Source: an optimization exercise on an open RTL-to-GDS flow (aim: small area, a short achievable clock period and few clock cycles per item). Production flows keep margins and buffers that such runs may drop.
In this exercise RTL edits were held to simulation tests only and were not proved equivalent to the original.
Power figures rest on the tool's default switching activity, not on a simulated workload.

== run B ==
==> flow/design.v (excerpt) <==
module contiguous_block_allocator (
  input  wire logic              clk_i,
  input  wire logic              rst_ni,
  input  wire logic              req_valid,
  output logic                   req_ready,
  input  wire logic [1:0]        req_type,
  input  wire logic [7:0]        req_handle,
  input  wire logic [19:0]       req_size_bytes,
  output logic                   rsp_valid,
  input  wire logic              rsp_ready,
  output logic [1:0]             rsp_status,
  output logic [7:0]             rsp_start_block,
  output logic [8:0]             rsp_current_usage,
  output logic [8:0]             rsp_peak_usage,
  input  wire logic              psel,
  input  wire logic              penable,
  input  wire logic              pwrite,
  input  wire logic [cba_pkg::PaddrW-1:0] paddr,
  input  wire logic [31:0]       pwdata,
  output logic [31:0]            prdata,
  output logic                   pready
);
clock: 10.0 ns
lec_check: 0
cap_margin: 20
core_margin: 2
core_utilization: 40
gpl_timing_driven: 0
setup_slack_margin: 2.5
slew_margin: 20
synth_hierarchical: 1
run.sh (not shown) runs the stock make flow with config.mk's settings and CLKGATE_MAP_FILE= SYNTH_SCRIPT=/design/flow/synth_recipe.tcl, a recipe that flattens the netlist after the stock synthesis.
Testbench counts of run B, summed over its fixed seeds: cycles 6,550, items 4,000.
## Diff of input files: run C against run B
--- a/flow/design.v
+++ b/flow/design.v
@@ -340,27 +340,30 @@
     p4 = p3[1] & p3[0];
     carry16 = g4 | (p4 & cin);
   endfunction
   function automatic logic ge9(input logic [8:0] x, input logic [8:0] y);
     ge9 = carry16({7'd0, x & ~y}, {7'h7f, x | ~y}, 1'b1);
   endfunction
   logic [255:0] used_q, start_q, used_e, start_e;
   logic [7:0]   cursor_q, cursor_d;
-  logic [8:0]   usage_q, peak_q, usage_w, peak_w, len_w;
+  logic [8:0]   usage_q, peak_q, peak_m;
   logic         srch_q, move_q, rsz_q, rel_q, pass2_q;
   logic         srch_d, move_d, rsz_d, rel_d, pass2_d;
   logic [7:0]   x_q, x_d;
   logic [8:0]   e_q, e_d;
   logic [7:0]   a_q, a_d;
   logic         w_rng_q, w_set_q, w_resp_q;
   logic         w_rng_d, w_set_d, w_sop_d, w_resp_d;
   logic [8:0]   w_lo_q, w_hi_q, w_lo_d, w_hi_d;
   logic [1:0]   w_st_q, w_st_d;
   logic [7:0]   w_rs_q, w_rs_d;
+  logic         r_vld_q;
+  logic [1:0]   r_st_q;
+  logic [7:0]   r_rs_q;
   logic         rsp_vld_q;
   logic [1:0]   rsp_st_q;
   logic [7:0]   rsp_rs_q;
   logic [8:0]   rsp_cur_q, rsp_peak_q;
   logic         go, done, load;
   logic [47:0]  pre_lo, pre_hi;
   logic [31:0]  pd_lo_q, pd_lo_d;         
   logic [15:0]  pd_lge_q;                 
@@ -511,19 +514,17 @@
       rsz_d   = 1'b0;
       rel_d   = 1'b0;
       pass2_d = 1'b0;
       x_d     = x_nf;
     end
   end
   assign go       = !rsp_vld_q || rsp_ready_i;
   assign hd_pop_o = done;
-  assign len_w   = w_hi_q - w_lo_q;
-  assign usage_w = !w_rng_q ? usage_q : (w_set_q ? usage_q + len_w : usage_q - len_w);
-  assign peak_w  = (usage_w > peak_q) ? usage_w : peak_q;
+  assign peak_m = (usage_q > peak_q) ? usage_q : peak_q;
   always_ff @(posedge clk_i or negedge rst_ni) begin
     if (!rst_ni) begin
       used_q    <= '0;
       start_q   <= '0;
       cursor_q  <= '0;
       usage_q   <= '0;
       peak_q    <= '0;
       srch_q    <= 1'b0;
@@ -531,54 +532,58 @@
       rsz_q     <= 1'b0;
       rel_q     <= 1'b0;
       pass2_q   <= 1'b0;
       x_q       <= '0;
       w_rng_q   <= 1'b0;
       w_resp_q  <= 1'b0;
       pd_lo_q   <= '0;
       pd_seh_q  <= '0;
+      r_vld_q   <= 1'b0;
       rsp_vld_q <= 1'b0;
     end else begin
       used_q   <= used_e;
       start_q  <= start_e;
+      peak_q   <= peak_m;
       cursor_q <= cursor_d;
       srch_q   <= srch_d;
       move_q   <= move_d;
       rsz_q    <= rsz_d;
       rel_q    <= rel_d;
       pass2_q  <= pass2_d;
       x_q      <= x_d;
       pd_lo_q  <= pd_lo_d;
       pd_seh_q <= pd_seh_d;
       if (go) begin
         w_rng_q   <= w_rng_d;
         w_resp_q  <= w_resp_d;
-        rsp_vld_q <= w_resp_q;
-        usage_q   <= usage_w;
-        peak_q    <= peak_w;
+        r_vld_q   <= w_resp_q;
+        rsp_vld_q <= r_vld_q;
+        if (w_rng_q) usage_q <= w_set_q ? usage_q + (w_hi_q - w_lo_q) : usage_q - (w_hi_q - w_lo_q);
       end
     end
   end
   always_ff @(posedge clk_i) begin
     e_q       <= e_d;
     a_q       <= a_d;
     pd_lge_q  <= pre_lo[47:32];
     pd_sel_q  <= pd_sel_d;
     pd_hi_q   <= pre_hi;
     if (go) begin
       w_set_q  <= w_set_d;
       w_lo_q   <= w_lo_d;
       w_hi_q   <= w_hi_d;
       w_st_q   <= w_st_d;
       w_rs_q   <= w_rs_d;
-      rsp_st_q   <= w_st_q;
-      rsp_rs_q   <= w_rs_q;
-      rsp_cur_q  <= usage_w;
-      rsp_peak_q <= peak_w;
+      r_st_q   <= w_st_q;
+      r_rs_q   <= w_rs_q;
+      rsp_st_q   <= r_st_q;
+      rsp_rs_q   <= r_rs_q;
+      rsp_cur_q  <= usage_q;
+      rsp_peak_q <= peak_m;
     end
   end
   assign rsp_valid_o  = rsp_vld_q;
   assign rsp_status_o = rsp_st_q;
   assign rsp_start_o  = rsp_rs_q;
   assign rsp_cur_o    = rsp_cur_q;
   assign rsp_peak_o   = rsp_peak_q;
 endmodule
==> notes.md <==
- Looking at run B and run C, the clock transition time at the flip-flop clock pins of the worst setup and hold paths is a wash.
- The sequential share of layout area reported for run C is smaller than that of run B by 0.34 points.
- Run B and run C ended up with roughly the same utilization after layout.
- Delta (run C minus run B): proportion of power drawn by flip-flops and latches now smaller, synthesized area now larger, finished layout cell area now larger.
Testbench counts of run C, summed over its fixed seeds: cycles 6,558, items 4,000.


== v6 ==
contiguous_block_allocator, a different RTL version from the one above (not shown whole).
Size in the first run: about 7600 cells after synthesis, roughly 140 I/O pins, roughly 69000 sq um of cells after synthesis.
Settings: LEC_CHECK=0, CAP_MARGIN=20, CORE_MARGIN=2, CORE_UTILIZATION=40, GPL_TIMING_DRIVEN=0, SETUP_SLACK_MARGIN=2.5, SLEW_MARGIN=20, SYNTH_HIERARCHICAL=1; clock period 10.0 ns.
Testbench counts of v6, summed over its fixed seeds: cycles 6,558, items 4,000.
The following lists how v7 was set up differently from v6:
diff --git a/flow/design.v b/flow/design.v
--- a/flow/design.v
+++ b/flow/design.v
@@ -397,21 +397,21 @@
   cba_ffs u_ffs_a (.v_i(va), .found_o(fa), .idx_o(a8));
   cba_ffs u_ffs_b (.v_i(vb), .found_o(fb), .idx_o(b8));
   assign a  = {1'b0, a8};
   assign b  = fb ? {1'b0, b8} : 9'd256;
   assign e9 = fa ? a : 9'd256;
   cba_fits u_fits (.a_i(a8), .b_i(b), .q_i(hd_q_i), .fit_o(fit_len));
   assign in_lim  = !pass2_q || !ge9(a, {1'b0, cursor_q});
   assign fit     = fa && fit_len && in_lim;
   cba_inc_add8 u_apn (.x_i(a8), .y_i(hd_q_i), .s_o(apn));
   cba_inc_add8 u_hn (.x_i(hd_handle_i), .y_i(hd_q_i), .s_o(hn));
-  assign live  = |(start_e & ge_x & ~gt_x);
+  assign live  = start_e[hd_handle_i];
   assign nz    = hd_req_i == cba_pkg::REQ_FREE || hd_zero_i;
   cba_inc_add8 u_cur_n (.x_i(cursor_q), .y_i(hd_q_i), .s_o(cur_n));
   always_comb begin
     done     = 1'b0;
     w_rng_d  = 1'b0;
     w_set_d  = 1'b0;
     w_sop_d  = 1'b0;
     w_lo_d   = a;
     w_hi_d   = apn;
     w_resp_d = 1'b0;
Results
The die of v7 is larger than the one used in v6.
Relative to v6, the routed wire length measured on v7 has increased by a little under 10%.
In v7, sequential share of layout area is lower than in v6.
Taking v6 as the reference, in v7 max-capacitance violation count comparable, CTS buffer count comparable.
Testbench counts of v7, summed over its fixed seeds: cycles 6,558, items 4,000.

separate check: timing with driven ports:
The flow's constraints put no driver on any port. The routed layouts listed below were extracted and timed again, unchanged, in two steps.
Step 1, drivers: a clkbuf_16 drives clk_i and a buf_2 each remaining input, both assumed.
Step 2 adds t to the input delays and takes it off the output delays; t is the mean of the earliest and latest rising clock arrival at the registers after step 1. Input paths then give back, and output paths get back, about the clock's delay inside the block.
Three values: no drivers, after step 1, after step 2; two values: the first two.
run	shift t [ns]	setup WS [ns]	slew at the worst register clock pin (ns)	worst data-port slew with drivers (ns)
run B	0.879	2.206 / 2.206 / 2.206	0.07 / 0.07	0.05
run C	0.903	2.244 / 2.244 / 2.244	0.07 / 0.07	0.09
v6	0.887	2.362 / 2.362 / 2.362	0.07 / 0.07	0.05
v7	0.899	2.332 / 2.332 / 2.332	0.07 / 0.07	0.05
After both steps every run listed still meets setup and hold.
